Background: an optimization exercise with open tools, aiming at small area and a short achievable clock period. Do not read the settings as production practice.
Function was checked by simulation only, so behaviour that the tests miss may differ from the original.
Power and IR drop assume default switching activity.

Setup of run A:
// two_class_tx_queue
module two_class_tx_queue (
  input  wire logic        clk,
  input  wire logic        rst_n,
  input  wire logic        in_tvalid,
  output logic             in_tready,
  input  wire logic [23:0] in_tdata,    
  input  wire logic [2:0]  in_tuser,    
  output logic             out_tvalid,
  input  wire logic        out_tready,
  output logic [31:0]      out_tdata,   
  output logic [3:0]       out_tuser    
);
Size: about 4200 cells after synthesis, about 1800 flip-flops.
clock: 4.0 ns
lec_check: 0
abc_clock_period_in_ps: 2000
cap_margin: 20
core_margin: 2
core_utilization: 60
cts_cluster_diameter: 80
cts_cluster_size: 30
setup_slack_margin: 1.9
slew_margin: 20
tns_end_percent: 100
run.sh (not shown) runs the stock make flow with config.mk's settings and CLKGATE_MAP_FILE= SYNTH_SCRIPT=/design/flow/synth_recipe.tcl, a recipe that flattens the netlist after the stock synthesis.
Input changes introduced in run B (baseline for comparison: run A):
# run A
export LEC_CHECK = 0
export ABC_CLOCK_PERIOD_IN_PS = 2000
export CAP_MARGIN = 20
export CORE_MARGIN = 2
export CORE_UTILIZATION = 60
export CTS_CLUSTER_DIAMETER = 80
export CTS_CLUSTER_SIZE = 30
export SETUP_SLACK_MARGIN = 1.9
export SLEW_MARGIN = 20
export TNS_END_PERCENT = 100
create_clock -name core_clock -period 4.0 [get_ports {clk}]
# run B
export LEC_CHECK = 0
export ABC_CLOCK_PERIOD_IN_PS = 2000
export CAP_MARGIN = 20
export CORE_MARGIN = 2
export CORE_UTILIZATION = 70
export CTS_CLUSTER_DIAMETER = 80
export CTS_CLUSTER_SIZE = 30
export SETUP_SLACK_MARGIN = 1.7
export SLEW_MARGIN = 20
export TNS_END_PERCENT = 100
create_clock -name core_clock -period 4.0 [get_ports {clk}]
Results
The final layouts of run B and run A pass the timing, DRC and antenna checks. Delta(pre-CTS setup slack, run B - run A) < 0. Compared to run A, run B has final routed wire length divided by cell count about 1.1% lower. Summary of run B over run A: highest ir drop seen on vdd shrank by 5.9%, clock-buffer cell count decreased 10, power share of the clock group went down. Run comparison: run A critical path's slowest cell sky130_fd_sc_hd__or4_4; run B critical path's slowest cell sky130_fd_sc_hd__nand4_1.
Modified inputs, run C compared to run B
# run B
export LEC_CHECK = 0
export ABC_CLOCK_PERIOD_IN_PS = 2000
export CAP_MARGIN = 20
export CORE_MARGIN = 2
export CORE_UTILIZATION = 70
export CTS_CLUSTER_DIAMETER = 80
export CTS_CLUSTER_SIZE = 30
export SETUP_SLACK_MARGIN = 1.7
export SLEW_MARGIN = 20
export TNS_END_PERCENT = 100
create_clock -name core_clock -period 4.0 [get_ports {clk}]
# run C
export LEC_CHECK = 0
export ABC_CLOCK_PERIOD_IN_PS = 2000
export CAP_MARGIN = 20
export CORE_MARGIN = 2
export CORE_UTILIZATION = 78
export CTS_CLUSTER_DIAMETER = 70
export CTS_CLUSTER_SIZE = 30
export SETUP_SLACK_MARGIN = 1.7
export SLEW_MARGIN = 20
export TNS_END_PERCENT = 100
create_clock -name core_clock -period 4.0 [get_ports {clk}]
Results
Going from run B to run C, the overall power consumption was found to have gone up by about 1.2%. [compare] base=run B new=run C: core utilization increased by 9.2 points relative to the old numbers, wire length on met3 increased by about 22% relative to the old numbers, net total in the final layout increased by about 0.54% relative to the old numbers, data arrival time at the worst-slack endpoint increased by 0.07 ns relative to the old numbers. Between run B and run C, the difference in simple-gate portion of the synthesized area is negligible. Looking at sum of routed wire length over all layers, run C sits above run B. Run C against run B: netlist area before placement ~0 delta, growth of design area from synthesis to finish +0.43 points. | worst setup slack | run C vs run B | 0.11 ns lower |. Relative to run B, critical path's largest stage delay increased by 0.25 ns in run C.
Edits applied to the flow inputs when going from run C to run D:
# run C
export LEC_CHECK = 0
export ABC_CLOCK_PERIOD_IN_PS = 2000
export CAP_MARGIN = 20
export CORE_MARGIN = 2
export CORE_UTILIZATION = 78
export CTS_CLUSTER_DIAMETER = 70
export CTS_CLUSTER_SIZE = 30
export SETUP_SLACK_MARGIN = 1.7
export SLEW_MARGIN = 20
export TNS_END_PERCENT = 100
create_clock -name core_clock -period 4.0 [get_ports {clk}]
# run D
export LEC_CHECK = 0
export ABC_CLOCK_PERIOD_IN_PS = 2000
export CAP_MARGIN = 20
export CORE_MARGIN = 2
export CORE_UTILIZATION = 60
export CTS_CLUSTER_DIAMETER = 80
export CTS_CLUSTER_SIZE = 30
export SETUP_SLACK_MARGIN = 1.7
export SLEW_MARGIN = 20
export TNS_END_PERCENT = 100
create_clock -name core_clock -period 4.0 [get_ports {clk}]
Notes after the runs:
Run C has lower clock network power share than run D.
From run C to run D the numbers moved as follows: total number of multi-input combinational cells closely matched the old numbers; required time of the worst setup path increased by 0.09 ns relative to the old numbers.
NOTE: switching fraction of total power in run D exceeds that of run C
On run D: total global routing track utilization is 9.9 points lower than what run C gave.
Compared with run C, run D shows peak clock frequency supported by timing that has gone up slightly.
In run D, the met3 routing resource usage after global routing came out 11 points below the value in run C.
Comparing run D with run C, the total design power came out essentially unchanged.
Utilization, run D and run C, higher one = run C.
Inputs modified between run D and run E:
# run D
export LEC_CHECK = 0
export ABC_CLOCK_PERIOD_IN_PS = 2000
export CAP_MARGIN = 20
export CORE_MARGIN = 2
export CORE_UTILIZATION = 60
export CTS_CLUSTER_DIAMETER = 80
export CTS_CLUSTER_SIZE = 30
export SETUP_SLACK_MARGIN = 1.7
export SLEW_MARGIN = 20
export TNS_END_PERCENT = 100
create_clock -name core_clock -period 4.0 [get_ports {clk}]
# run E
export LEC_CHECK = 0
export ABC_CLOCK_PERIOD_IN_PS = 2000
export CAP_MARGIN = 20
export CORE_MARGIN = 2
export CORE_UTILIZATION = 70
export CTS_CLUSTER_DIAMETER = 80
export CTS_CLUSTER_SIZE = 30
export SETUP_SLACK_MARGIN = 1.7
export SLEW_MARGIN = 20
export TNS_END_PERCENT = 100
create_clock -name core_clock -period 4.0 [get_ports {clk}]
==> flow/flow/run.sh (new file) <==
#!/bin/bash
# The standard layout (standard.sh), with the port buffers made from
# buf_4 cells instead of the cell buffer_ports picks by default.
# make's output goes to standard.log; ORFS keeps each step's log in orfs/logs.
export BUFFER_PORTS_ARGS="-buffer_cell sky130_fd_sc_hd__buf_4"
bash standard.sh > standard.log 2>&1
==> flow/standard.sh (new file) <==
#!/bin/bash
# synth_recipe.tcl (not shown) runs the flow's synth.tcl, then flattens the netlist and writes it again
# the make line also repeats each setting of config.mk as NAME=value (left out here)
make -C /OpenROAD-flow-scripts/flow DESIGN_CONFIG=/design/flow/config.mk WORK_HOME=/design/flow/orfs CLKGATE_MAP_FILE= SYNTH_SCRIPT=/design/flow/synth_recipe.tcl "${@:-finish}"
removed: flow/run.sh
==> comparison <==
- The via count reported for run E is higher than the one for run D.
- Summary — final area, run E relative to run D: lower, by about 2%.
- Run E vs run D — clock network power dropped about 2%.
- Going from run D to run E, clock-buffer cell count rose by 2, combinational cell fraction of total power decreased by 0.4 points relative to the old numbers, post-CTS resize count lower, worst path setup slack after routing rose by 0.037 ns.
- Diff run D..run E | clock-cell share of area | negligible
- Run E vs run D — required time at the worst-slack endpoint dropped 0.04 ns.

two_class_tx_queue again, from the RTL that the note above started with.
clock: 4.0 ns
lec_check: 0
abc_clock_period_in_ps: 2000
cap_margin: 20
core_margin: 2
core_utilization: 70
cts_cluster_diameter: 70
cts_cluster_size: 30
place_density: 0.85
setup_slack_margin: 1.7
slew_margin: 20
tns_end_percent: 100
Stock flow here: none of the scripts above is used.
Change:
- CTS_CLUSTER_DIAMETER: 70 -> 80
- PLACE_DENSITY: 0.85 -> not set
- SETUP_SLACK_MARGIN: 1.7 -> 1.8
The new run finished with timing, DRC and antenna clean; design area goes up by 1.4%; area after synthesis is unchanged; via count goes down by 1.5%; routed wire length goes up by 2.3%; clock skew shrinks by 22 ps; combinational power came out higher by about 10%; power falls by 1.9%; utilization rises by 1.0 points; cell count goes up by 0.93%; worst setup slack improved by 9.8 ps; worst hold slack gains 4.7 ps.
Change:
- ABC_CLOCK_PERIOD_IN_PS: 2000 -> 1800
- CORE_UTILIZATION: 70 -> 72
- SETUP_SLACK_MARGIN: 1.8 -> 1.7
Effect: Hold slack gains 4.0 ps. Synthesized area stays the same. Clock-buffer cell count drops by 5. Routed wire length drops by 3.5%. Setup slack loses 38 ps. Final cell count drops by 2.2%. Fmax drops by 1.6%. Utilization climbs by 1.3 points. Clock power climbs by about 0.7%. Design area drops by 1.6%. Total power barely changes.

before:
Another version of the RTL of two_class_tx_queue (not shown whole).
Size: roughly 3700 cells after synthesis.
Settings: LEC_CHECK=0, CAP_MARGIN=20, CORE_MARGIN=2, CORE_UTILIZATION=40, SLEW_MARGIN=20; clock period 4.0 ns.
The following lists how after was set up differently from before:
Settings: swapping 40 for 55 in CORE_UTILIZATION; putting ABC_CLOCK_PERIOD_IN_PS at 2200 where nothing was set; putting SETUP_SLACK_MARGIN at 1.6 where nothing was set.
==> comparison <==
- Compared with before, total length of routed wires in after increased by more than 10%.
- Non-clock buffer share of cell area in after vs before: up 7.1 points
- Relative to before, combinational group share of total power has gone up in after.
- Row non-clock buffer count: after higher / before lower
- Cell count down 189 in after wrt before
- The estimated power of after ends up higher than the estimate for before.

The RTL this note starts from:
==> flow/design.v <==
`default_nettype none
package tcq_pkg;
  localparam int RING_DEPTH = 64;
  localparam int SLOT_COUNT = 16;
  localparam logic [2:0] ST_ENQUEUED  = 3'd0;
  localparam logic [2:0] ST_COALESCED = 3'd1;
  localparam logic [2:0] ST_DROPPED   = 3'd2;
  localparam logic [2:0] ST_DEQUEUED  = 3'd3;
  localparam logic [2:0] ST_EMPTY     = 3'd4;
  localparam logic [2:0] ST_REJECTED  = 3'd5;
endpackage
`default_nettype wire
`default_nettype none
module tcq_ring_mem (
  input  wire logic        clk,
  input  wire logic [63:0] we,        
  input  wire logic [19:0] wr_data,
  input  wire logic [63:0] rd_sel,    
  output logic      [19:0] rd_data
);
  logic [19:0] mem [64];
  for (genvar i = 0; i < 64; i++) begin : g_row
    always_ff @(posedge clk) begin
      if (we[i]) mem[i] <= wr_data;
    end
  end
  always_comb begin
    rd_data = '0;
    for (int i = 0; i < 64; i++) begin
      rd_data = rd_data | (mem[i] & {20{rd_sel[i]}});
    end
  end
endmodule
`default_nettype wire
`default_nettype none
module two_class_tx_queue (
  input  wire logic        clk,
  input  wire logic        rst_n,
  input  wire logic        in_tvalid,
  output logic             in_tready,
  input  wire logic [23:0] in_tdata,    
  input  wire logic [2:0]  in_tuser,    
  output logic             out_tvalid,
  input  wire logic        out_tready,
  output logic [31:0]      out_tdata,   
  output logic [3:0]       out_tuser    
);
  logic        s1_valid_r;
  logic        out_valid_r;
  logic        hold;
  logic        fire;
  assign hold      = out_valid_r & ~out_tready;
  assign fire      = s1_valid_r & ~hold;
  assign in_tready = ~(s1_valid_r & hold);
  always_ff @(posedge clk) begin
    if (!rst_n) begin
      s1_valid_r  <= 1'b0;
      out_valid_r <= 1'b0;
    end else begin
      if (in_tready) s1_valid_r <= in_tvalid;
      if (!hold)     out_valid_r <= s1_valid_r;
    end
  end
  logic        f_enq_ring, f_enq_slot, f_deq, f_req, f_nop;
  logic [15:0] s1_idx_oh;
  logic [3:0]  s1_slot;
  logic [15:0] s1_tag;
  always_ff @(posedge clk) begin
    if (in_tready) begin
      f_enq_ring <= (in_tuser[1:0] == 2'd0) & ~in_tuser[2];
      f_enq_slot <= (in_tuser[1:0] == 2'd0) & in_tuser[2];
      f_deq      <= (in_tuser[1:0] == 2'd1);
      f_req      <= (in_tuser[1:0] == 2'd2);
      f_nop      <= (in_tuser[1:0] == 2'd3);
      s1_idx_oh  <= 16'd1 << in_tdata[3:0];
      s1_slot    <= in_tdata[3:0];
      s1_tag     <= in_tdata[19:4];
    end
  end
  logic [63:0] head_oh;
  logic [7:0]  thi_oh, tlo_oh;    
  logic [6:0]  cnt_r;
  logic        empty_r;
  logic [6:0]  depth_r;
  logic [15:0] pend_r;
  logic full;
  assign full = cnt_r[6];
  logic pend_any;
  assign pend_any = |pend_r;
  logic idx_pend;
  assign idx_pend = |(pend_r & s1_idx_oh);
  logic we_head, we_tail;
  assign we_head = f_req & ~full;
  assign we_tail = ~f_req & ~full;
  logic [63:0] ring_we;
  for (genvar i = 0; i < 64; i++) begin : g_we
    assign ring_we[i] = (we_head & head_oh[(i + 1) % 64]) | (we_tail & thi_oh[i / 8] & tlo_oh[i % 8]);
  end
  logic [19:0] ring_rd;
  tcq_ring_mem u_ring (
    .clk     (clk),
    .we      (ring_we),
    .wr_data ({s1_slot, s1_tag}),
    .rd_sel  (head_oh),
    .rd_data (ring_rd)
  );
  logic [15:0] slot_tag_r [16];
  for (genvar i = 0; i < 16; i++) begin : g_slot
    always_ff @(posedge clk) begin
      if (s1_valid_r && f_enq_slot && s1_idx_oh[i]) slot_tag_r[i] <= s1_tag;
    end
  end
  logic [7:0]  a1; logic [15:0] v1 [8]; logic       n1 [8];
  logic [3:0]  a2; logic [15:0] v2 [4]; logic [1:0] n2 [4];
  logic [1:0]  a3; logic [15:0] v3 [2]; logic [2:0] n3 [2];
  logic [15:0] slot_rd;
  logic [3:0]  pick;
  always_comb begin
    for (int k = 0; k < 8; k++) begin
      a1[k] = pend_r[2*k] | pend_r[2*k+1];
      v1[k] = pend_r[2*k] ? slot_tag_r[2*k] : slot_tag_r[2*k+1];
      n1[k] = ~pend_r[2*k];
    end
    for (int k = 0; k < 4; k++) begin
      a2[k] = a1[2*k] | a1[2*k+1];
      v2[k] = a1[2*k] ? v1[2*k] : v1[2*k+1];
      n2[k] = a1[2*k] ? {1'b0, n1[2*k]} : {1'b1, n1[2*k+1]};
    end
    for (int k = 0; k < 2; k++) begin
      a3[k] = a2[2*k] | a2[2*k+1];
      v3[k] = a2[2*k] ? v2[2*k] : v2[2*k+1];
      n3[k] = a2[2*k] ? {1'b0, n2[2*k]} : {1'b1, n2[2*k+1]};
    end
    slot_rd = a3[0] ? v3[0] : v3[1];
    pick    = a3[0] ? {1'b0, n3[0]} : {1'b1, n3[1]};
  end
  logic [15:0] low_oh;
  always_comb begin
    for (int j = 0; j < 16; j++) begin
      low_oh[j] = pend_r[j] & ~|(pend_r & ((16'd1 << j) - 16'd1));
    end
  end
  logic ring_deq, slot_deq, any_deq, ring_inc, inc;
  assign ring_deq = f_deq & ~empty_r;
  assign slot_deq = f_deq & empty_r & pend_any;
  assign any_deq  = f_deq & (~empty_r | pend_any);
  assign ring_inc = (f_enq_ring | f_req) & ~full;
  assign inc      = ring_inc | (f_enq_slot & ~idx_pend);
  logic [2:0] status;
  assign status[0] = (f_enq_slot & idx_pend) | any_deq | (f_req & full);
  assign status[1] = (f_enq_ring & full) | any_deq;
  assign status[2] = (f_deq & empty_r & ~pend_any) | (f_req & full) | f_nop;
  logic [6:0] depth_p1_r, depth_m1_r, cnt_p1, cnt_m1;
  assign cnt_p1   = cnt_r + 7'd1;
  assign cnt_m1   = cnt_r - 7'd1;
  always_ff @(posedge clk) begin
    if (!rst_n) begin
      head_oh <= 64'd1;
      thi_oh  <= 8'd1;
      tlo_oh  <= 8'd1;
      cnt_r   <= '0;
      empty_r <= 1'b1;
      depth_r <= '0;
      depth_p1_r <= 7'd1;
      depth_m1_r <= 7'h7f;
      pend_r  <= '0;
    end else if (fire) begin
      if (ring_deq) head_oh <= {head_oh[62:0], head_oh[63]};
      else if (f_req & ~full) head_oh <= {head_oh[0], head_oh[63:1]};
      if (f_enq_ring & ~full) begin
        tlo_oh <= {tlo_oh[6:0], tlo_oh[7]};
        if (tlo_oh[7]) thi_oh <= {thi_oh[6:0], thi_oh[7]};
      end
      if (ring_inc) begin
        cnt_r   <= cnt_p1;
        empty_r <= 1'b0;
      end else if (ring_deq) begin
        cnt_r   <= cnt_m1;
        empty_r <= (cnt_r == 7'd1);
      end
      if (inc) begin
        depth_r    <= depth_p1_r;
        depth_p1_r <= depth_p1_r + 7'd1;
        depth_m1_r <= depth_r;
      end else if (any_deq) begin
        depth_r    <= depth_m1_r;
        depth_p1_r <= depth_r;
        depth_m1_r <= depth_m1_r - 7'd1;
      end
      pend_r <= (pend_r | (f_enq_slot ? s1_idx_oh : 16'd0)) & ~(slot_deq ? low_oh : 16'd0);
    end
  end
  logic [2:0]  res_status;
  logic        res_kn;
  logic [15:0] res_tag;
  logic [3:0]  res_slot;
  always_ff @(posedge clk) begin
    if (!hold) begin
      res_status <= status;
      res_kn     <= slot_deq;
      res_tag    <= ring_deq ? ring_rd[15:0] : (slot_deq ? slot_rd : 16'd0);
      res_slot   <= ring_deq ? ring_rd[19:16] : (slot_deq ? pick : 4'd0);
    end
  end
  assign out_tvalid = out_valid_r;
  assign out_tdata  = {5'b0, depth_r, res_slot, res_tag};
  assign out_tuser  = {res_kn, res_status};
endmodule
`default_nettype wire
Settings: LEC_CHECK=0, ABC_CLOCK_PERIOD_IN_PS=2000, CAP_MARGIN=20, CORE_MARGIN=2, CORE_UTILIZATION=60, CTS_CLUSTER_DIAMETER=100, CTS_CLUSTER_SIZE=30, SETUP_SLACK_MARGIN=1.8, SLEW_MARGIN=20, TNS_END_PERCENT=10; clock period 4.0 ns.
==> next run, changes <==
Settings changed: CTS_CLUSTER_DIAMETER 100 to unset, CTS_CLUSTER_SIZE 30 to unset.
What happened: The changed run completed without violations. Global-route usage rose by 0.46 points. Wire length rose by 0.56%. Non-clock buffer count fell by 25. Via count rose by 1.7%. Clock skew fell by 0.012 ns. Die area stays the same. Combinational power fell by about 3%.

-- port drivers added, routing unchanged --
The flow's constraints put no driver on any port. The routed layouts listed below were extracted and timed again, unchanged, in two steps.
Step 1, drivers: a clkbuf_16 drives clk and a buf_2 each remaining input, both assumed.
Step 2, shift: input delay + t, output delay - t, t = (earliest + latest rising clock arrival at the registers) / 2. This alone moves slack from input paths to output paths.
Slacks: ideal / step 1 / step 2; pairs: ideal / step 1.
run | shift t [ns] | setup WS [ns] | worst setup path after step 2 | latest minus earliest clock arrival (ns)
run A | 0.772 | 1.643 / 1.637 / 1.225 | input to register | 0.040 / 0.039
run B | 0.762 | 1.689 / 1.650 / 1.062 | input to register | 0.050 / 0.049
run C | 0.754 | 1.576 / 1.580 / 0.873 | input to register | 0.047 / 0.048
run D | 0.782 | 1.616 / 1.616 / 1.050 | input to register | 0.049 / 0.049
run E | 0.768 | 1.652 / 1.644 / 1.257 | input to register | 0.029 / 0.029
the first run of note 2 | 0.784 | 1.637 / 1.584 / 1.049 | input to register | 0.055 / 0.055
the second run of note 2 | 0.760 | 1.646 / 1.646 / 1.141 | input to register | 0.034 / 0.034
the third run of note 2 | 0.759 | 1.609 / 1.609 / 1.109 | input to register | 0.046 / 0.046
before | 0.873 | 0.324 / 0.324 / 0.324 | register to register | 0.061 / 0.061
after | 0.881 | 1.226 / 1.226 / 1.226 | register to register | 0.037 / 0.037
the first run of note 4 | 0.791 | 1.400 / 1.400 / 1.037 | input to register | 0.055 / 0.055
the second run of note 4 | 0.851 | 1.325 / 1.325 / 0.964 | input to register | 0.039 / 0.039
After both steps setup and hold are still met in every run listed. The setup slack of run C, which loses most, moves by +0.004 ns with the drivers and by -0.703 ns with both steps.
